Source: an optimization exercise on an open RTL-to-GDS flow (aim: a short achievable clock period and few clock cycles per item). Production flows keep margins and buffers that such runs may drop. The RTL was checked by simulation tests, not by an equivalence proof against the original design. Power is estimated from default activity; no workload was simulated.

==> flow/design.v <==
`timescale 1ns/1ps
`default_nettype none
package sdcache_pkg;
  localparam int ADDR_W = 24;         
  localparam int DATA_W = 32;         
  localparam int BE_W   = DATA_W/8;   
  localparam int BYTE_W   = 8;               
  localparam int WORD_LSB = 2;               
  typedef logic [ADDR_W-1:0] addr_t;
  typedef logic [DATA_W-1:0] word_t;
  typedef logic [BE_W-1:0]   be_t;
  typedef logic [BYTE_W-1:0] byte_t;
  typedef enum logic [2:0] {
    INIT,          
    IDLE,          
    WRITE_BLOCK,   
    READ_BLOCK,    
    WAIT,          
    SET_TAG        
  } ctrl_state_t;
endpackage
`default_nettype wire
`timescale 1ns/1ps
`default_nettype none
module sdcache_top #(
  parameter  int CACHE_DEPTH = 8,
  parameter  int BLOCK_BYTES = 64,
  localparam int BLK_W = sdcache_pkg::ADDR_W - $clog2(BLOCK_BYTES)
) (
  input  wire              i_rrst_x,
  input  wire              clka,
  input  wire              i_ren,
  input  sdcache_pkg::be_t i_wen,
  input  sdcache_pkg::addr_t i_addr,
  input  sdcache_pkg::word_t i_wdata,
  output sdcache_pkg::word_t o_rdata,
  output logic             o_busy,
  output logic             o_dev_req,
  output logic             o_dev_rw,
  output logic [BLK_W-1:0] o_dev_blk,
  input  wire              i_dev_rd_en,
  input  sdcache_pkg::byte_t i_dev_rd_data,
  output logic             o_dev_wr_valid,
  output sdcache_pkg::byte_t o_dev_wr_data,
  input  wire              i_dev_wr_take
);
  localparam int OFF_W = $clog2(BLOCK_BYTES);         
  localparam int IDX_W = $clog2(CACHE_DEPTH);         
  localparam int TAG_W = sdcache_pkg::ADDR_W - OFF_W - IDX_W;
  localparam int WPB   = BLOCK_BYTES / 4;             
  localparam int WB_W  = $clog2(WPB);                 
  localparam int NW    = CACHE_DEPTH * WPB;           
  localparam int NW_W  = $clog2(NW);
  localparam int LINE_BITS = BLOCK_BYTES * 8;
  logic [NW*32-1:0]  ram;                  
  logic [TAG_W-1:0]  tag_q   [CACHE_DEPTH];
  logic [CACHE_DEPTH-1:0] valid_q, dirty_q;
  logic [LINE_BITS-1:0] lb_q;              
  logic [WPB-1:0]    psel_q;               
  logic              rd_pend_q;            
  logic              wbst_q;               
  logic              fill_q;               
  logic [OFF_W-1:0]  cnt_q;                
  sdcache_pkg::addr_t a_q;
  logic              wr_q;
  sdcache_pkg::be_t  be_q;
  sdcache_pkg::word_t wd_q;
  logic [sdcache_pkg::ADDR_W-3:0] ta_q;    
  logic              pv_q;                 
  logic [NW-1:0]     wp_dec_q;             
  sdcache_pkg::be_t  wp_be_q;
  sdcache_pkg::word_t wp_data_q;
  logic [IDX_W-1:0]  w_idx;
  logic [TAG_W-1:0]  w_tag;
  logic [CACHE_DEPTH-1:0] w_match;
  logic              w_hit, w_phit, w_wbneed, w_req, w_wr, w_acc, w_miss;
  assign w_idx = i_addr[OFF_W +: IDX_W];
  assign w_tag = i_addr[sdcache_pkg::ADDR_W-1 -: TAG_W];
  always_comb begin
    for (int l = 0; l < CACHE_DEPTH; l++) begin
      w_match[l] = valid_q[l] & (tag_q[l] == w_tag);
    end
  end
  assign w_hit    = w_match[w_idx];
  assign w_wbneed = valid_q[w_idx] & dirty_q[w_idx];
  assign w_phit   = pv_q & (i_addr[sdcache_pkg::ADDR_W-1:2] == ta_q);
  assign w_wr     = |i_wen;
  assign w_req    = i_ren | w_wr;
  assign w_acc    = ~o_busy & w_req;
  assign w_miss   = w_acc & ~w_hit;
  logic [NW*32-1:0]  w_ram_nx;
  sdcache_pkg::word_t w_lbw;
  logic [WPB-1:0]    w_oh, w_sel;
  always_comb begin
    w_ram_nx = ram;
    for (int w = 0; w < NW; w++) begin
      for (int b = 0; b < 4; b++) begin
        if (wp_dec_q[w] && wp_be_q[b]) begin
          w_ram_nx[32*w + 8*b +: 8] = wp_data_q[8*b +: 8];
        end
      end
    end
  end
  always_comb begin
    w_lbw = '0;
    for (int w = 0; w < WPB; w++) begin
      w_lbw = w_lbw | (lb_q[32*w +: 32] & {32{psel_q[w]}});
    end
  end
  always_comb begin
    for (int w = 0; w < WPB; w++) begin
      w_oh[w] = (i_addr[2 +: WB_W] == WB_W'(w));
    end
    w_sel = (i_ren & w_hit & ~w_phit) ? w_oh : {w_oh[WPB-2:0], w_oh[WPB-1]};
  end
  logic              w_fbyte, w_flast, w_merge, w_take, w_tlast;
  sdcache_pkg::byte_t w_fdata;
  assign w_fbyte = fill_q & i_dev_rd_en;
  assign w_flast = (cnt_q == OFF_W'(BLOCK_BYTES-1));
  assign w_merge = wr_q & (cnt_q[OFF_W-1:2] == a_q[2 +: WB_W]) & be_q[cnt_q[1:0]];
  assign w_fdata = w_merge ? wd_q[8*cnt_q[1:0] +: 8] : i_dev_rd_data;
  assign w_take  = o_dev_wr_valid & i_dev_wr_take;
  assign w_tlast = w_take & w_flast;
  always_ff @(posedge clka) begin
    if (!i_rrst_x) begin
      o_busy         <= 1'b0;
      o_dev_req      <= 1'b0;
      o_dev_wr_valid <= 1'b0;
      rd_pend_q      <= 1'b0;
      wbst_q         <= 1'b0;
      fill_q         <= 1'b0;
      pv_q           <= 1'b0;
      wp_dec_q       <= '0;
      valid_q        <= '0;
      dirty_q        <= '0;
    end else begin
      o_dev_req <= 1'b0;
      rd_pend_q <= 1'b0;
      wbst_q    <= 1'b0;
      wp_dec_q  <= '0;
      if (w_acc) begin
        o_busy    <= ~((w_wr & w_hit) | (~w_wr & w_phit));
        rd_pend_q <= ~w_wr & w_hit & ~w_phit;
        pv_q      <= (i_addr[2 +: WB_W] != WB_W'(WPB-1));
        valid_q[w_idx] <= 1'b1;
        dirty_q[w_idx] <= w_wr | (w_hit & dirty_q[w_idx]);
        for (int w = 0; w < NW; w++) begin
          wp_dec_q[w] <= w_wr & w_hit & (i_addr[2 +: NW_W] == NW_W'(w));
        end
        if (w_miss) begin
          o_dev_req <= 1'b1;
          o_dev_rw  <= w_wbneed;
          wbst_q    <= w_wbneed;
          fill_q    <= ~w_wbneed;
        end
      end
      if (rd_pend_q) begin
        o_busy <= 1'b0;
      end
      if (wbst_q) begin
        o_dev_wr_valid <= 1'b1;
      end
      if (w_tlast) begin
        o_dev_wr_valid <= 1'b0;
        o_dev_req      <= 1'b1;
        o_dev_rw       <= 1'b0;
        fill_q         <= 1'b1;
      end
      if (w_fbyte) begin
        for (int w = 0; w < NW; w++) begin
          wp_dec_q[w] <= ({a_q[OFF_W +: IDX_W], cnt_q[OFF_W-1:2]} == NW_W'(w));
        end
        if (w_flast) begin
          fill_q <= 1'b0;
          o_busy <= 1'b0;
        end
      end
    end
  end
  always_ff @(posedge clka) begin
    if (w_acc) begin
      a_q  <= i_addr;
      wr_q <= w_wr;
      be_q <= i_wen;
      wd_q <= i_wdata;
      ta_q <= {i_addr[sdcache_pkg::ADDR_W-1:OFF_W], i_addr[2 +: WB_W] + 1'b1};
      tag_q[w_idx] <= w_tag;
      wp_be_q   <= i_wen;
      wp_data_q <= i_wdata;
    end
    if (w_miss) begin
      o_dev_blk <= w_wbneed ? {tag_q[w_idx], w_idx} : i_addr[sdcache_pkg::ADDR_W-1:OFF_W];
    end else if (w_tlast) begin
      o_dev_blk <= a_q[sdcache_pkg::ADDR_W-1:OFF_W];
    end
    if (w_miss) begin
      cnt_q <= '0;
    end else if (w_fbyte || w_take) begin
      cnt_q <= cnt_q + 1'b1;
    end
    if (w_acc) begin
      lb_q <= w_ram_nx[LINE_BITS*w_idx +: LINE_BITS];
    end else if (w_fbyte) begin
      lb_q <= {w_fdata, lb_q[LINE_BITS-1:8]};
    end else if (w_take) begin
      lb_q <= {8'h00, lb_q[LINE_BITS-1:8]};
    end
    if (w_acc) begin
      psel_q <= w_sel;
    end else if (rd_pend_q) begin
      psel_q <= {psel_q[WPB-2:0], psel_q[WPB-1]};
    end
    if (w_fbyte) begin
      wp_be_q   <= sdcache_pkg::be_t'(1) << cnt_q[1:0];
      wp_data_q <= {4{w_fdata}};
    end
    if ((w_acc && !w_wr && w_phit) || rd_pend_q) begin
      o_rdata <= w_lbw;
    end else if (w_fbyte && (cnt_q[OFF_W-1:2] == a_q[2 +: WB_W])) begin
      o_rdata[8*cnt_q[1:0] +: 8] <= i_dev_rd_data;
    end
    ram <= w_ram_nx;
  end
  assign o_dev_wr_data = lb_q[7:0];
endmodule
`default_nettype wire
==> flow/run.sh <==
#!/bin/bash
# synth_recipe.tcl (not shown) runs the flow's synth.tcl, then flattens the netlist and writes it again
# the make line also repeats each setting of config.mk as NAME=value (left out here)
make -C /OpenROAD-flow-scripts/flow DESIGN_CONFIG=/design/flow/config.mk WORK_HOME=/design/flow/orfs CLKGATE_MAP_FILE= SYNTH_SCRIPT=/design/flow/synth_recipe.tcl finish
==> flow/config.mk <==
export PLATFORM = sky130hd
export DESIGN_NAME = sdcache_top
export DESIGN_NICKNAME = sdcache_top
export VERILOG_FILES = /design/flow/design.v
export SDC_FILE = /design/flow/constraint.sdc
export NUM_CORES = 4
export LEC_CHECK = 0
export ABC_CLOCK_PERIOD_IN_PS = 2500
export CAP_MARGIN = 20
export CORE_MARGIN = 2
export CORE_UTILIZATION = 60
export PLACE_DENSITY = 0.72
export SETUP_SLACK_MARGIN = 3.2
export SLEW_MARGIN = 20
export SYNTH_MEMORY_MAX_BITS = 8192
==> flow/constraint.sdc <==
create_clock -name core_clock -period 6.0 [get_ports {clka}]
set_input_delay 1.2000 -clock core_clock [delete_from_list [all_inputs] [get_ports {clka}]]
set_output_delay 1.2000 -clock core_clock [all_outputs]
set_load 0.01 [all_outputs]
==> results.txt, run 1 <==
* Comb power frac at 0.091
* Setup violators final at 0
* Avg Synthesized Cell Area at 12.7 sq um
* Yosys warns at 1
* Top post-synthesis cells by count: dfxtp_1 (4253), mux2_2 (4098), a22oi_1 (2278)
* Count leader, synth: dfxtp_1
* Max Fclk at around 320 MHz
* Switching Share at 0.264
* Fin nets at about 16k
* Min cycle time layout at roughly 3.1 ns
* Net count after synthesis at ~15k
* CTS Buf Count at about 520
* Starting Density at 0.603
* RSZ-0062 raised after global routing: true
* Gate Count Post-Synth at approximately 15k
* MaxCap Viol Count at 0
* Vias in the first global route at ~140k
* Critical path class: in -> reg
* Cell taking the most area after synthesis: dfxtp_1
* Global-route wire length before repair at 1040 mm
* WP buf/inv at 3
* DRC Markers at 0
* Slew Limit Fails at 0
* CTS tree: done
* Leak Pwr at 0.0918 uW
* TNS Setup at 0 ns
* Clock Pin Slew Worst Setup and Hold Paths at approximately 0.060 ns
* Vias post-DR at between 100k and 150k
* Hold Path Class: reg -> reg
* I/O Buffers at 132
* Clock Latency Late Sink at 1.08 ns
* Initial antenna violation count at between 70 and 80
* Fin area at roughly 230000 sq um
* Core ar. at ~320000 sq um
* Count of flip-flops with a built-in enable after synthesis at ~800
* Slew HR at 0.0639
* Synth Flop Type: dfxtp_1
* CTS max path bufs at 4
* Worst Max-Slew Pin Slew at around 1.4 ns
* CP Launch Type: primary input
* Status: timing/DRC/antenna clean
* Layout Skew at 0.0605 ns
* Final wirelength at 778 mm
* Sequential area share after synthesis at 0.558
* Hold Path Depth at 1
* Setup crit end kind: flip-flop
* Final period utilization at 0.524
* GP Congestion at between 1 and 1.5
* Critical Path Most Common Cell: nand4_1
* # hold bufs at CTS at 0
* Hold slack at between 0.4 and 0.5 ns
* Delay-heaviest family, CP: simple AND/OR/NAND/NOR gates
* Fraction of layout cells with a size suffix above 1 at 0.408
* P_int at about 57000 uW
* CP max stage delay at 0.56 ns
* Die width at roughly 570 microns
* Cell Count Post-Placement at 19.1k
* Flop pwr share at 0.483
* DR iter-0 viols at between 20k and 25k
* CP Max Fanout at 12
* Post-route ant nets at 0
* Mean routed wirelength per cell at approximately 38 microns
* Cells on worst reg2reg path at 10
* Clock share of power at 0.426
* Detailed-route vias per instance at 7.16
* Seq cells post-synth at approximately 5k
* Die Height at between 500 and 600 microns
* Synth async-reset ratio at 0
* Post-layout util at 0.703
* Top cell type's share of synthesized area at 0.436
* IR drop worst, VDD at between 0.3 and 0.4 mV
* Hpwl dp at 479 mm
* Placed cell areas at about 200000 sq um
* Layout Cells excl Fill at roughly 20k
* Largest net degree at the start of global routing at ~140
* Row cnt at ~210
* Clk sinks at 5051
* Synthesized area at 195000 sq um
* GRT Residual Overflow at 0
* Synth unique cells at 56
* Pwr per Cell Area at ~340 nW/um^2
* I/O Pins at about 140
* Slowest stage cell, crit path: nand4_1
* Root Buffer: clkbuf_16
* First-pass iteration count of the detailed router at 10
* All-layer global routing usage at 0.440
* Area growth, synth to finish at 16.6%
* Largest cells by area after synthesis: dfxtp_1 (44%), mux2_2 (24%), edfxtp_1 (12%)
* Arrival time at the worst endpoint at roughly 3.9 ns
* Switching pwr at between 20000 and 25000 uW
* Final hold vios at 0
* Die area at 330000 sq um
* Worst-path cell chain: buf_4 > buf_4 > xor2_1 > nor4_2 > nand4_1 > nand4_1 > nand4_1 > nor2_4 > buf_12 > mux2i_4 > o21ai_1
* H-tree levels at 6
* CP Depth at 11
* CP Data Required Time at 6.77 ns
==> path summary, 6_finish.rpt <==
kind,from,to,slack (ns)
max,i_addr[13],psel_q[10],2.85
min reg2reg,ram[523],ram[523],0.47
max reg2reg,tag_q[5][3],psel_q[10],2.85
min,ram[523],ram[523],0.47
==> registers in the layout, indices dropped and copies added, names as in the netlist, 4 cells and up <==
name       cells
o_rdata       32
wp_be_q        4
psel_q        16
wd_q          32
wp_data_q     32
be_q           4
ram         4096
ta_q           4
valid_q        8
lb_q         512
tag_q        120
o_dev_blk     18
cnt_q          6
dirty_q        8
a_q           22
wp_dec_q     128
==> final cells by class <==
cell class | instances | area, sq um
timing repair inverter | 1 | 8.76
antenna | 47 | 118
tap | 4325 | 5410
sequential | 5051 | 109000
multi-input combinational | 9089 | 85600
fill | 22100 | 96200
clock buffer | 777 | 15500
inverter | 15 | 80.1
clock inverter | 155 | 1700
timing repair buffer | 824 | 10300
==> metrics by stage <==
step,setup slack (ns),total power [uW]
final,2.85,76900
after global routing,2.87,78200
after CTS,3.01,76000
after detailed placement,0.694,43300
after global placement,0.797,43100
after floorplan,1.24,40000
==> power groups by stage <==
| stage | sequential (uW) | clock [uW] | combinational, uW |
|---|---|---|---|
| 3_3_place_gp | 37700 | 0 | 5370 |
| 2_1_floorplan | 36800 | 0 | 3170 |
| 6_report | 37100 | 32700 | 7010 |
| 5_1_grt | 37000 | 34100 | 7010 |
| 4_1_cts | 37000 | 32700 | 6290 |
| 3_5_place_dp | 37800 | 0 | 5500 |
==> cells in the final DEF, fill, tap and decap left out, types with 64 or more instances in the layout <==
cell	instances
a22oi_1	2272
clkinv_2	69
clkbuf_16	575
a21o_1	544
buf_6	82
a41oi_2	191
buf_12	113
mux2_2	4097
nand3_1	69
clkbuf_8	108
nand2_1	294
nand2_2	329
buf_16	64
buf_4	387
clkbuf_1	126
nor2b_1	86
nor2_1	72
edfxtp_1	798
dfxtp_1	4248
xor2_1	136
a41oi_1	318
==> logic make-up after synthesis <==
group	share of synthesized area
compound gates	0.143
xor+xnor	0.00686
fa+ha+maj	0.000960
buf+inv	0.0257
flops	0.558
mux	0.239
simple gates	0.0258
==> routing by layer <==
layer / vias to the layer above / part of all wire / global-route usage
met2: 10000 / 0.42 / 0.652
met5: - / 0.00032 / 0
met1: 73800 / 0.37 / 0.560
met3: 2253 / 0.13 / 0.131
met4: 40 / 0.076 / 0.281
li1: 59100 / - / -
==> what timing repair did <==
| item | in CTS | in global routing |
|---|---|---|
| buffers inserted | 97 | 56 |
| gates cloned | 46 | 40 |
| endpoints found under the setup margin | 1591 | 950 |
| endpoints found under the hold margin | 0 | 0 |
| gates resized for setup | 973 | 511 |
| pin swaps | 52 | 106 |
Testbench counts, summed over its fixed seeds: cycles 281,332, requests 20,000.
==> run 2, diff against run 1 <==
--- a/flow/design.v
+++ b/flow/design.v
@@ -60,3 +60,7 @@
   logic              rd_pend_q;            
+  logic              rd_pend2_q;           
+  logic [IDX_W-1:0]  lbl_q;                
+  logic              lbok_q;               
   logic              wbst_q;               
+  logic              wv_q;                 
   logic              fill_q;               
@@ -69,5 +73,5 @@
   logic              pv_q;                 
-  logic [NW-1:0]     wp_dec_q;             
-  sdcache_pkg::be_t  wp_be_q;
-  sdcache_pkg::word_t wp_data_q;
+  logic [WPB-1:0]    wp_dec_q;             
+  logic [CACHE_DEPTH*4-1:0] wp_be_q;       
+  sdcache_pkg::word_t wp_data_q [CACHE_DEPTH];   
   logic [IDX_W-1:0]  w_idx;
@@ -85,3 +89,3 @@
   assign w_wbneed = valid_q[w_idx] & dirty_q[w_idx];
-  assign w_phit   = pv_q & (i_addr[sdcache_pkg::ADDR_W-1:2] == ta_q);
+  assign w_phit   = pv_q & lbok_q & (i_addr[sdcache_pkg::ADDR_W-1:2] == ta_q);
   assign w_wr     = |i_wen;
@@ -97,4 +101,4 @@
       for (int b = 0; b < 4; b++) begin
-        if (wp_dec_q[w] && wp_be_q[b]) begin
-          w_ram_nx[32*w + 8*b +: 8] = wp_data_q[8*b +: 8];
+        if (wp_dec_q[w%WPB] && wp_be_q[4*(w/WPB) + b]) begin
+          w_ram_nx[32*w + 8*b +: 8] = wp_data_q[w/WPB][8*b +: 8];
         end
@@ -113,3 +117,3 @@
     end
-    w_sel = (i_ren & w_hit & ~w_phit) ? w_oh : {w_oh[WPB-2:0], w_oh[WPB-1]};
+    w_sel = {w_oh[WPB-2:0], w_oh[WPB-1]};
   end
@@ -121,4 +125,20 @@
   assign w_fdata = w_merge ? wd_q[8*cnt_q[1:0] +: 8] : i_dev_rd_data;
-  assign w_take  = o_dev_wr_valid & i_dev_wr_take;
+  assign w_take  = wv_q & i_dev_wr_take;
   assign w_tlast = w_take & w_flast;
+  sdcache_pkg::word_t rdata_q;             
+  sdcache_pkg::word_t w_rd_nx, w_rd_nx_c;
+  logic              w_rd_ld, w_rd_cap;
+  assign w_rd_ld  = w_acc | rd_pend2_q;
+  assign w_rd_cap = w_fbyte & (cnt_q[OFF_W-1:2] == a_q[2 +: WB_W]);
+  always_comb begin
+    w_rd_nx   = rdata_q;
+    w_rd_nx_c = o_rdata;
+    if (w_rd_ld) begin
+      w_rd_nx   = w_lbw;
+      w_rd_nx_c = w_lbw;
+    end else if (w_rd_cap) begin
+      w_rd_nx[8*cnt_q[1:0] +: 8]   = i_dev_rd_data;
+      w_rd_nx_c[8*cnt_q[1:0] +: 8] = i_dev_rd_data;
+    end
+  end
   always_ff @(posedge clka) begin
@@ -128,3 +148,5 @@
       o_dev_wr_valid <= 1'b0;
+      wv_q           <= 1'b0;
       rd_pend_q      <= 1'b0;
+      rd_pend2_q     <= 1'b0;
       wbst_q         <= 1'b0;
@@ -132,3 +154,3 @@
       pv_q           <= 1'b0;
-      wp_dec_q       <= '0;
+      wp_be_q        <= '0;
       valid_q        <= '0;
@@ -138,4 +160,5 @@
       rd_pend_q <= 1'b0;
+      rd_pend2_q <= rd_pend_q;
       wbst_q    <= 1'b0;
-      wp_dec_q  <= '0;
+      wp_be_q   <= '0;
       if (w_acc) begin
@@ -146,4 +169,4 @@
         dirty_q[w_idx] <= w_wr | (w_hit & dirty_q[w_idx]);
-        for (int w = 0; w < NW; w++) begin
-          wp_dec_q[w] <= w_wr & w_hit & (i_addr[2 +: NW_W] == NW_W'(w));
+        for (int l = 0; l < CACHE_DEPTH; l++) begin
+          wp_be_q[4*l +: 4] <= (w_idx == IDX_W'(l)) ? (i_wen & {4{w_hit}}) : 4'b0000;
         end
@@ -151,3 +174,2 @@
           o_dev_req <= 1'b1;
-          o_dev_rw  <= w_wbneed;
           wbst_q    <= w_wbneed;
@@ -156,12 +178,9 @@
       end
-      if (rd_pend_q) begin
+      if (rd_pend2_q) begin
         o_busy <= 1'b0;
       end
-      if (wbst_q) begin
-        o_dev_wr_valid <= 1'b1;
-      end
+      o_dev_wr_valid <= wbst_q | (wv_q & ~w_tlast);
+      wv_q           <= wbst_q | (o_dev_wr_valid & ~w_tlast);
       if (w_tlast) begin
-        o_dev_wr_valid <= 1'b0;
         o_dev_req      <= 1'b1;
-        o_dev_rw       <= 1'b0;
         fill_q         <= 1'b1;
@@ -169,4 +188,4 @@
       if (w_fbyte) begin
-        for (int w = 0; w < NW; w++) begin
-          wp_dec_q[w] <= ({a_q[OFF_W +: IDX_W], cnt_q[OFF_W-1:2]} == NW_W'(w));
+        for (int l = 0; l < CACHE_DEPTH; l++) begin
+          wp_be_q[4*l +: 4] <= (a_q[OFF_W +: IDX_W] == IDX_W'(l)) ? (sdcache_pkg::be_t'(1) << cnt_q[1:0]) : 4'b0000;
         end
@@ -187,10 +206,12 @@
       tag_q[w_idx] <= w_tag;
-      wp_be_q   <= i_wen;
-      wp_data_q <= i_wdata;
-    end
-    if (w_miss) begin
-      o_dev_blk <= w_wbneed ? {tag_q[w_idx], w_idx} : i_addr[sdcache_pkg::ADDR_W-1:OFF_W];
-    end else if (w_tlast) begin
-      o_dev_blk <= a_q[sdcache_pkg::ADDR_W-1:OFF_W];
-    end
+      for (int w = 0; w < WPB; w++) begin
+        wp_dec_q[w] <= (i_addr[2 +: WB_W] == WB_W'(w));
+      end
+      wp_data_q[w_idx] <= i_wdata;
+      lbl_q     <= w_idx;
+      lbok_q    <= w_miss | (w_idx == lbl_q);
+    end
+    o_dev_rw  <= w_miss & w_wbneed;
+    o_dev_blk <= !w_miss ? a_q[sdcache_pkg::ADDR_W-1:OFF_W] :
+                 w_wbneed ? {tag_q[w_idx], w_idx} : i_addr[sdcache_pkg::ADDR_W-1:OFF_W];
     if (w_miss) begin
@@ -200,5 +221,3 @@
     end
-    if (w_acc) begin
-      lb_q <= w_ram_nx[LINE_BITS*w_idx +: LINE_BITS];
-    end else if (w_fbyte) begin
+    if (w_fbyte) begin
       lb_q <= {w_fdata, lb_q[LINE_BITS-1:8]};
@@ -206,2 +225,4 @@
       lb_q <= {8'h00, lb_q[LINE_BITS-1:8]};
+    end else if (!fill_q && !wv_q) begin
+      lb_q <= w_ram_nx[LINE_BITS*lbl_q +: LINE_BITS];
     end
@@ -210,16 +231,26 @@
     end else if (rd_pend_q) begin
+      psel_q <= {psel_q[0], psel_q[WPB-1:1]};
+    end else if (rd_pend2_q) begin
       psel_q <= {psel_q[WPB-2:0], psel_q[WPB-1]};
+      lbok_q <= 1'b1;
     end
     if (w_fbyte) begin
-      wp_be_q   <= sdcache_pkg::be_t'(1) << cnt_q[1:0];
-      wp_data_q <= {4{w_fdata}};
-    end
-    if ((w_acc && !w_wr && w_phit) || rd_pend_q) begin
-      o_rdata <= w_lbw;
-    end else if (w_fbyte && (cnt_q[OFF_W-1:2] == a_q[2 +: WB_W])) begin
-      o_rdata[8*cnt_q[1:0] +: 8] <= i_dev_rd_data;
-    end
+      for (int w = 0; w < WPB; w++) begin
+        wp_dec_q[w] <= (cnt_q[OFF_W-1:2] == WB_W'(w));
+      end
+      wp_data_q[a_q[OFF_W +: IDX_W]] <= {4{w_fdata}};
+    end
+    o_rdata <= w_rd_nx;
+    rdata_q <= w_rd_nx_c;
     ram <= w_ram_nx;
   end
-  assign o_dev_wr_data = lb_q[7:0];
+  always_ff @(posedge clka) begin
+    if (!fill_q && !wv_q) begin
+      o_dev_wr_data <= w_ram_nx[LINE_BITS*lbl_q +: 8];
+    end else if (w_take) begin
+      o_dev_wr_data <= lb_q[15:8];
+    end else begin
+      o_dev_wr_data <= lb_q[7:0];
+    end
+  end
 endmodule
==> run 2 against run 1 <==
Cell count is 2.9% higher. Still clean. Non-clock buffer count rose by 125. Critical endpoint is now lb_q[385]. Largest power group unchanged. Final area grew 9.6%. Critical path depth shrank 4. Setup slack improved by 0.13 ns. Critical path type is now reg -> reg. Synthesized area rose by 7.8%. Flip-flop and latch count rose by 183. Combinational power is 74% higher. Clock skew fell by 0.0064 ns. Power rose by 15%. Utilization is 1.1 points higher. Sequential share of layout area fell by 1.9 points.
==> results.txt, run 2 <==
* Largest registers: ram (4096), lb_q (512), wp_data_q (256)
* Total Power at 88600 uW (+15%)
* Count of flip-flops with a built-in enable after synthesis at 983 (+23%)
* Net count after synthesis at 15.3k (-1.0%)
* Die Height at 597 microns (+3.8%)
* Commonest non-fill, non-tap cell in the layout: dfxtp_1
* Slew HR at 0.0340 (-0.0300)
* Hold_sp: rdata_q[31]
* Detailed-route vias per instance at 7.34 (+2.5%)
* Synth unique cells at 62 (+11%)
* Status: timing/DRC/antenna clean
* Sequential area share after synthesis at 0.544 (-0.0142)
* Top post-synthesis cells by count: dfxtp_1 (4251), mux2_2 (4151), nand2_1 (1147)
* Synth Flop Type: dfxtp_1
* Cell taking the most area after synthesis: dfxtp_1
* TNS Setup at 0 ns (unchanged)
* GRT Residual Overflow at 0 (unchanged)
* Top cell type's share of synthesized area at 0.404 (-0.0317)
* Setup violators final at 0 (unchanged)
* Worst Max-Slew Pin Slew at 1.44 ns (+0.0404 ns)
* Clock Pin Slew Worst Setup and Hold Paths at 0.06 ns (about the same)
* Critical path class: reg -> reg
* Mean routed wirelength per cell at 45.7 microns (+19%)
* Synth async-reset ratio at 0 (unchanged)
* CP Launch Type: flip-flop
* Clock Latency Late Sink at 1.12 ns (+0.04 ns)
* DR iter-0 viols at 26.9k (+26%)
* Area occupied by multi-input gates at 100000 sq um (+17%)
* Crit. Startpoint: wp_dec_q[12]
* Hold Path Class: reg -> reg
* Layout Cells excl Fill at 20.9k (+2.9%)
* Slew Limit Fails at 0 (unchanged)
* DRC Markers at 0 (unchanged)
* Hpwl dp at 613 mm (+28%)
* GP Congestion at 1.12 (+11%)
* Gate Count Post-Synth at 15.2k (-1.0%)
* Die area at 356000 sq um (+7.8%)
* Global-route wire length before repair at 1240 mm (+19%)
* Row cnt at 217 (+3.8%)
* Hold Path Depth at 2 (+1)
* Layout Skew at 0.0541 ns (-0.00640 ns)
* IR drop worst, VDD at 0.419 mV (+34%)
* CP Max Fanout at 16 (+4)
* Vias in the first global route at 145k (+4.4%)
* Count leader, synth: dfxtp_1
* Root Buffer: clkbuf_16
* Fraction of layout cells with a size suffix above 1 at 0.499 (+0.0915)
* Top reg by flops: ram
* H-tree levels at 6 (unchanged)
* Seq cells post-synth at 5234 (+3.6%)
* Most frequent cells in the layout: dfxtp_1 (4174), mux2_2 (4029), mux4_2 (1047)
* Final period utilization at 0.503 (-0.0209)
* Core ar. at 349000 sq um (+7.9%)
* Yosys warns at 1 (unchanged)
* Max reg flops at 4096 (unchanged)
* RR Startpoint: wp_dec_q[12]
* Synthesized area at 211000 sq um (+7.8%)
* Min cycle time layout at 3.02 ns (-0.125 ns)
* Fin nets at 15.8k (+1.5%)
* MaxCap Viol Count at 0 (unchanged)
* Hold slack at 0.421 ns (-0.0492 ns)
* Post-route ant nets at 0 (unchanged)
* Largest cells by area after synthesis: dfxtp_1 (40%), mux2_2 (22%), edfxtp_1 (14%)
* Setup crit end kind: flip-flop
* All-layer global routing usage at 0.515 (+0.0756)
* Pwr per Cell Area at 355 nW/um^2 (+5.1%)
* CTS max path bufs at 4 (unchanged)
* Arrival time at the worst endpoint at 3.83 ns (-0.08 ns)
* Max Fclk at 331 MHz (+4.2%)
* Die width at 597 microns (+3.8%)
* Area growth, synth to finish at 18.5%
* Final hold vios at 0 (unchanged)
* I/O Pins at 135 (unchanged)
* I/O Buffers at 132 (unchanged)
* FF+latch area at 115000 sq um (+5.3%)
* Initial antenna violation count at 162 (+110%)
* Avg Synthesized Cell Area at 13.8 sq um (+8.9%)
* CP Data Required Time at 6.81 ns (+0.04 ns)
* Clk sinks at 5234 (+3.6%)
* # fillers at 22.4k (+1.3%)
* Cell Count Post-Placement at 19.5k (+2.2%)
* Largest net degree at the start of global routing at 98 (-31%)
* Final wirelength at 955 mm (+23%)
* First-pass iteration count of the detailed router at 15 (+5)
* Starting Density at 0.603 (about the same)
* Cells on worst reg2reg path at 7 (-3)
* Leak Pwr at 0.101 uW (+9.9%)
* Vias post-DR at 153k (+5.5%)
* CTS Buf Count at 542 (+3.6%)
* RSZ-0062 raised after global routing: true
* CTS tree: done
[run 2: cell types whose count changed after synthesis, sizes merged, moves of 511 or more]
cell,before,now
a21o,544,0
a22oi,2278,124
a41oi,513,2
mux4,13,1047
nand2,638,1159
nor2,83,685
[run 2: final timing paths]
path | to | slack (ns)
max reg2reg | lb_q[385] | 2.98
max | lb_q[385] | 2.98
min reg2reg | o_rdata[31] | 0.42
min | o_rdata[31] | 0.42
[run 2: routing by layer]
| metal | vias to the layer above | global-route usage | share of wire |
|---|---|---|---|
| met4 | 85 | 0.417 | 0.10 |
| li1 | 57800 | - | - |
| met2 | 13600 | 0.707 | 0.40 |
| met1 | 77900 | 0.624 | 0.34 |
| met3 | 3761 | 0.228 | 0.16 |
| met5 | - | 0.0272 | 0.0022 |
[run 2: per-stage QoR]
stage                     area (sq um)  setup WS [ns]  utilization
final                           250000           2.98        0.715
after global routing            249000           3.03        0.714
after CTS                       245000           2.98        0.702
after detailed placement        219000          0.876        0.626
after global placement          219000          0.894        0.626
after floorplan                 211000           1.94            -
[run 2: repair_timing]
| item | 4_1_cts | 5_1_grt |
|---|---|---|
| gates cloned | 37 | 25 |
| setup buffers | 168 | 81 |
| pin swaps | 57 | 50 |
| resized for setup | 1769 | 640 |
| hold buffers | 0 | 0 |
| endpoints found under the setup margin | 1601 | 885 |
[run 2: cell type report]
| class | count | share of cell area |
|---|---|---|
| antenna | 123 | 0.00123 |
| timing repair buffer | 949 | 0.0438 |
| timing repair inverter | 2 | 0.0000701 |
| tap | 4599 | 0.0230 |
| clock inverter | 169 | 0.00773 |
| clock buffer | 791 | 0.0630 |
| inverter | 16 | 0.000421 |
| multi-input combinational | 8998 | 0.401 |
| sequential | 5234 | 0.460 |
[run 2: critical path, cell delays in order, from the launching register on]
cell,delay (ns)
edfxtp_1,0.42
buf_4,0.17
clkbuf_16,0.26
nand2_4,0.24
mux2_2,0.37
mux4_2,0.58
mux2i_2,0.44
o21ai_0,0.17
[run 2: logic make-up (layout without fill, tap and decap cells)]
| group | Yosys count | after routing | synth area share |
|---|---|---|---|
| mux | 5721 | 5721 | 0.359 |
| flops | 5234 | 5234 | 0.544 |
| simple gates | 2078 | 2085 | 0.0399 |
| compound gates | 1022 | 1025 | 0.0303 |
| buf+inv | 1020 | 1927 | 0.0198 |
| xor+xnor | 153 | 153 | 0.00636 |
| fa+ha+maj | 14 | 14 | 0.000832 |
| other cells | 0 | 123 | 0 |
[run 2: where the power goes]
| part | leakage (uW) | internal (uW) | switching [uW] |
|---|---|---|---|
| sequential | 0.0446 | 39300 | 2930 |
| combinational | 0.0476 | 4890 | 7280 |
| clock | 0.00869 | 19500 | 14700 |
Testbench counts of run 2, summed over its fixed seeds: cycles 281,853, requests 20,000.
==> run 3, diff against run 2 <==
--- a/flow/config.mk
+++ b/flow/config.mk
@@ -10,5 +10,5 @@
 export CORE_MARGIN = 2
-export CORE_UTILIZATION = 60
-export PLACE_DENSITY = 0.72
-export SETUP_SLACK_MARGIN = 3.2
+export CORE_UTILIZATION = 72
+export PLACE_DENSITY = 0.82
+export SETUP_SLACK_MARGIN = 3.3
 export SLEW_MARGIN = 20
==> run 3 against run 2 <==
The run now fails in global routing (5_1_grt). Synthesized area is the same. Synthesized cell count is the same.
==> results.txt, run 3 <==
* Status: aborted with a tool error
* Failing step: global routing (5_1_grt)
* Halt Reason: [ERROR GRT-0116] Global routing finished with congestion. Check the congestion regions in the DRC Viewer.
* Global-route wire length before repair at between 1500 and 2000 mm
* Yosys warns at 1 (unchanged)
* Count of flip-flops with a built-in enable after synthesis at 983 (unchanged)
* Synth unique cells at 62 (unchanged)
* Synth async-reset ratio at 0 (unchanged)
* Largest net degree at the start of global routing at 82
* Largest cells by area after synthesis: dfxtp_1 (40%), mux2_2 (22%), edfxtp_1 (14%)
* Starting Density at 0.724 (+0.121)
* Top cell type's share of synthesized area at 0.404 (unchanged)
* Seq cells post-synth at 5234 (unchanged)
* Row cnt at 198 (-8.8%)
* CTS Buf Count at 485 (-11%)
* Top post-synthesis cells by count: dfxtp_1 (4251), mux2_2 (4151), nand2_1 (1147)
* Clk sinks at 5234 (unchanged)
* Sequential area share after synthesis at 0.544 (unchanged)
* Synthesized area at 211000 sq um (unchanged)
* Die width at 545 microns (-8.7%)
* Die Height at 545 microns (-8.7%)
* Gate Count Post-Synth at 15.2k (unchanged)
* Hpwl dp at 612 mm (-0.16%)
* All-layer global routing usage at 0.791
* Avg Synthesized Cell Area at 13.8 sq um (unchanged)
* Root Buffer: clkbuf_16
* Placed cell areas at 218000 sq um (-0.57%)
* CTS max path bufs at 4 (unchanged)
* I/O Pins at 135 (unchanged)
* H-tree levels at 5 (-1)
* Synth Flop Type: dfxtp_1
* Cell taking the most area after synthesis: dfxtp_1
* Net count after synthesis at 15.3k (unchanged)
* Cell Count Post-Placement at 18.8k (-3.7%)
* Count leader, synth: dfxtp_1
* # hold bufs at CTS at 0 (unchanged)
* Vias in the first global route at 182k
* GP Congestion at 1.17 (+4.4%)
* GRT Residual Overflow at 4
* I/O Buffers at 132 (unchanged)
[run 3: cell counts after synthesis]
Identical to the previous run, type by type.
[run 3: worst min path at each step]
stage	start	to	slack [ns]	cells past startpoint
floorplan	rdata_q[10]	o_rdata[10]	0.42	2
global placement	rdata_q[6]	o_rdata[6]	0.43	2
detailed placement	rdata_q[25]	o_rdata[25]	0.44	2
CTS	rdata_q[25]	o_rdata[25]	0.44	2
[run 3: stage by stage]
stage                     power [uW]  setup slack, ns
after CTS                      86600             3.11
after detailed placement       52400            0.957
after global placement         51800             1.07
after floorplan                46800             1.94
[run 3: logic make-up after synthesis]
| logic type | after synthesis | share of synthesized area |
|---|---|---|
| compound gates | 1022 | 0.0303 |
| xor+xnor | 153 | 0.00636 |
| mux | 5721 | 0.359 |
| buf+inv | 1020 | 0.0198 |
| simple gates | 2078 | 0.0399 |
| fa+ha+maj | 14 | 0.000832 |
| flops | 5234 | 0.544 |
[run 3: repair_timing]
| item | CTS |
|---|---|
| gates resized for setup | 2286 |
| setup buffers | 263 |
| setup endpoints to repair | 1930 |
| pin swaps | 77 |
| gates cloned | 53 |
[run 3: routing by layer]
metal,global-route usage,GRT overflow
met1,0.791,0
met2,0.920,2
met3,0.689,0
met4,0.754,2
met5,0.459,0
[run 3: power by group through the flow]
stage,combinational [uW],clock (uW),sequential [uW]
3_3_place_gp,9580,0,42200
4_1_cts,11800,33000,41800
3_5_place_dp,10100,0,42400
2_1_floorplan,6100,0,40700
==> run 4, diff against run 3 <==
--- a/flow/design.v
+++ b/flow/design.v
@@ -73,3 +73,3 @@
   logic              pv_q;                 
-  logic [WPB-1:0]    wp_dec_q;             
+  logic [NW-1:0]     wp_dec_q;             
   logic [CACHE_DEPTH*4-1:0] wp_be_q;       
@@ -101,3 +101,3 @@
       for (int b = 0; b < 4; b++) begin
-        if (wp_dec_q[w%WPB] && wp_be_q[4*(w/WPB) + b]) begin
+        if (wp_dec_q[w] && wp_be_q[4*(w/WPB) + b]) begin
           w_ram_nx[32*w + 8*b +: 8] = wp_data_q[w/WPB][8*b +: 8];
@@ -206,4 +206,4 @@
       tag_q[w_idx] <= w_tag;
-      for (int w = 0; w < WPB; w++) begin
-        wp_dec_q[w] <= (i_addr[2 +: WB_W] == WB_W'(w));
+      for (int w = 0; w < NW; w++) begin
+        wp_dec_q[w] <= (i_addr[2 +: NW_W] == NW_W'(w));
       end
@@ -236,5 +236,5 @@
     end
-    if (w_fbyte) begin
-      for (int w = 0; w < WPB; w++) begin
-        wp_dec_q[w] <= (cnt_q[OFF_W-1:2] == WB_W'(w));
+    if (fill_q) begin
+      for (int w = 0; w < NW; w++) begin
+        wp_dec_q[w] <= ({a_q[OFF_W +: IDX_W], cnt_q[OFF_W-1:2]} == NW_W'(w));
       end
@@ -246,5 +246,20 @@
   end
+  logic [CACHE_DEPTH-1:0] wbl_q;           
+  sdcache_pkg::byte_t w_wb0;
+  always_comb begin
+    w_wb0 = '0;
+    for (int l = 0; l < CACHE_DEPTH; l++) begin
+      w_wb0 = w_wb0 | (w_ram_nx[LINE_BITS*l +: 8] & {8{wbl_q[l]}});
+    end
+  end
+  always_ff @(posedge clka) begin
+    if (w_miss) begin
+      for (int l = 0; l < CACHE_DEPTH; l++) begin
+        wbl_q[l] <= (w_idx == IDX_W'(l));
+      end
+    end
+  end
   always_ff @(posedge clka) begin
     if (!fill_q && !wv_q) begin
-      o_dev_wr_data <= w_ram_nx[LINE_BITS*lbl_q +: 8];
+      o_dev_wr_data <= w_wb0;
     end else if (w_take) begin
--- a/flow/config.mk
+++ b/flow/config.mk
@@ -10,4 +10,6 @@
 export CORE_MARGIN = 2
-export CORE_UTILIZATION = 72
-export PLACE_DENSITY = 0.82
+export CORE_UTILIZATION = 64
+export CTS_CLUSTER_DIAMETER = 100
+export CTS_CLUSTER_SIZE = 40
+export PLACE_DENSITY = 0.74
 export SETUP_SLACK_MARGIN = 3.3
==> run 4 against run 3 <==
The flow again stops in global routing (5_1_grt). Synthesized area is 2.4% higher. Synthesized cell count increased by 3.6%.
==> results.txt, run 4 <==
* Status: aborted with a tool error
* Failing step: global routing (5_1_grt)
* Halt Reason: [ERROR GRT-0232] Routing congestion too high. Check the congestion heatmap in the GUI.
* Cell taking the most area after synthesis: dfxtp_1
* H-tree levels at 4 (-1)
* Largest cells by area after synthesis: dfxtp_1 (39%), mux2_2 (21%), edfxtp_1 (15%)
* Count of flip-flops with a built-in enable after synthesis at 1103 (+12%)
* Hpwl dp at 764 mm (+25%)
* # hold bufs at CTS at 0 (unchanged)
* CTS max path bufs at 4 (unchanged)
* Synth async-reset ratio at 0 (unchanged)
* All-layer global routing usage at 0.786
* I/O Buffers at 132 (unchanged)
* Top cell type's share of synthesized area at 0.394 (-0.00956)
* Sequential area share after synthesis at 0.548 (+0.00383)
* Die Height at 585 microns (+7.3%)
* Synth Flop Type: dfxtp_1
* I/O Pins at 135 (unchanged)
* Row cnt at 213 (+7.6%)
* Cell Count Post-Placement at 20.1k (+7.1%)
* Die width at 585 microns (+7.3%)
* Worst Endpoint after GRT Repair: lb_q[49]$_DFFE_PP_/D
* CTS Buf Count at 173 (-64%)
* Synth unique cells at 79 (+27%)
* Root Buffer: clkbuf_16
* Yosys warns at 1 (unchanged)
* Avg Synthesized Cell Area at 13.7 sq um (-1.1%)
* Net count after synthesis at 15.9k (+3.6%)
* Starting Density at 0.642 (-0.0817)
* Initial antenna violation count at about 300
* Gate Count Post-Synth at 15.8k (+3.6%)
* GRT Residual Overflow at 98
* Count leader, synth: dfxtp_1
* Synthesized area at 216000 sq um (+2.4%)
* Seq cells post-synth at 5354 (+2.3%)
* GP Congestion at 1.27 (+8.2%)
* Top post-synthesis cells by count: dfxtp_1 (4251), mux2_2 (4111), nand2_1 (1207)
* Clk sinks at 5354 (+2.3%)
* Largest net degree at the start of global routing at around 140
* Worst-path end type: register input
[run 4: cell types whose count changed after synthesis, sizes merged, moves of 28 or more]
| cell | delta |
|---|---|
| a22oi | +114 |
| clkbuf | -46 |
| edfxtp | +120 |
| nor2b | +28 |
| mux4 | -97 |
| nor2 | +129 |
| a21oi | +52 |
| nand2 | +76 |
[run 4: per-stage QoR]
step	worst slack (ns)	instance area, sq um	utilization
after global placement	0.921	224000	0.667
after CTS	3.14	243000	0.724
after detailed placement	0.960	225000	0.668
after floorplan	1.85	216000	-
[run 4: how the worst min path moves through the flow]
stage | startpoint | to | slack [ns] | cells past startpoint
after detailed placement | rdata_q[13] | o_rdata[13] | 0.43 | 2
after global placement | rdata_q[21] | o_rdata[21] | 0.43 | 2
after CTS | rdata_q[0] | o_rdata[0] | 0.43 | 2
after floorplan | rdata_q[10] | o_rdata[10] | 0.42 | 2
[run 4: cells by family after synthesis]
group                      synth area share
xor gates and xnor gates            0.00617
DFF                                   0.548
AOI/OAI and AO/OA                    0.0380
adders and majority gates          0.000812
and+or+nand+nor                      0.0471
buffers and inverters                0.0194
muxes                                 0.341
[run 4: what timing repair did]
action	in CTS
gates cloned	54
setup buffers	493
setup endpoints to repair	2117
gates resized for setup	1819
pin swaps	96
[run 4: power by group through the flow]
stage | combinational, uW | sequential (uW) | clock, uW
after floorplan | 5550 | 41200 | 0
after detailed placement | 10300 | 43400 | 0
after CTS | 12100 | 42200 | 17700
after global placement | 9800 | 43300 | 0
[run 4: metal layers]
layer	global-route usage	GRT overflow
met1	0.790	3
met2	0.901	33
met3	0.694	10
met4	0.746	52
met5	0.501	0
Testbench counts of run 4, summed over its fixed seeds: cycles 281,853, requests 20,000.

==> separate check: timing with driven ports <==
The flow's constraints put no driver on any port. The routed layouts listed below were extracted and timed again, unchanged, in two steps.
Step 1: set_driving_cell puts a clkbuf_16 on clka and a buf_2 on each other input, an assumption about the parent block.
Step 2 also shifts input and output timing later by t, the mid clock arrival at the registers, as if the neighbouring blocks saw the same clock.
Three values: ideal ports, drivers, drivers and shift; two values: the first two.
| run | t, ns | setup WS [ns] | worst setup path after step 2 | worst data-port slew with drivers (ns) | pins driven straight from the clock port |
|---|---|---|---|---|---|
| run 1 | 1.163 | 2.855 / 2.858 / 1.786 | input to register | 0.09 | 1 |
| run 2 | 1.216 | 2.980 / 2.918 / 1.833 | input to register | 0.22 | 1 |
After both steps every run listed still meets setup and hold. The setup slack of run 2, which loses most, moves by -0.062 ns with the drivers and by -1.147 ns with both steps.
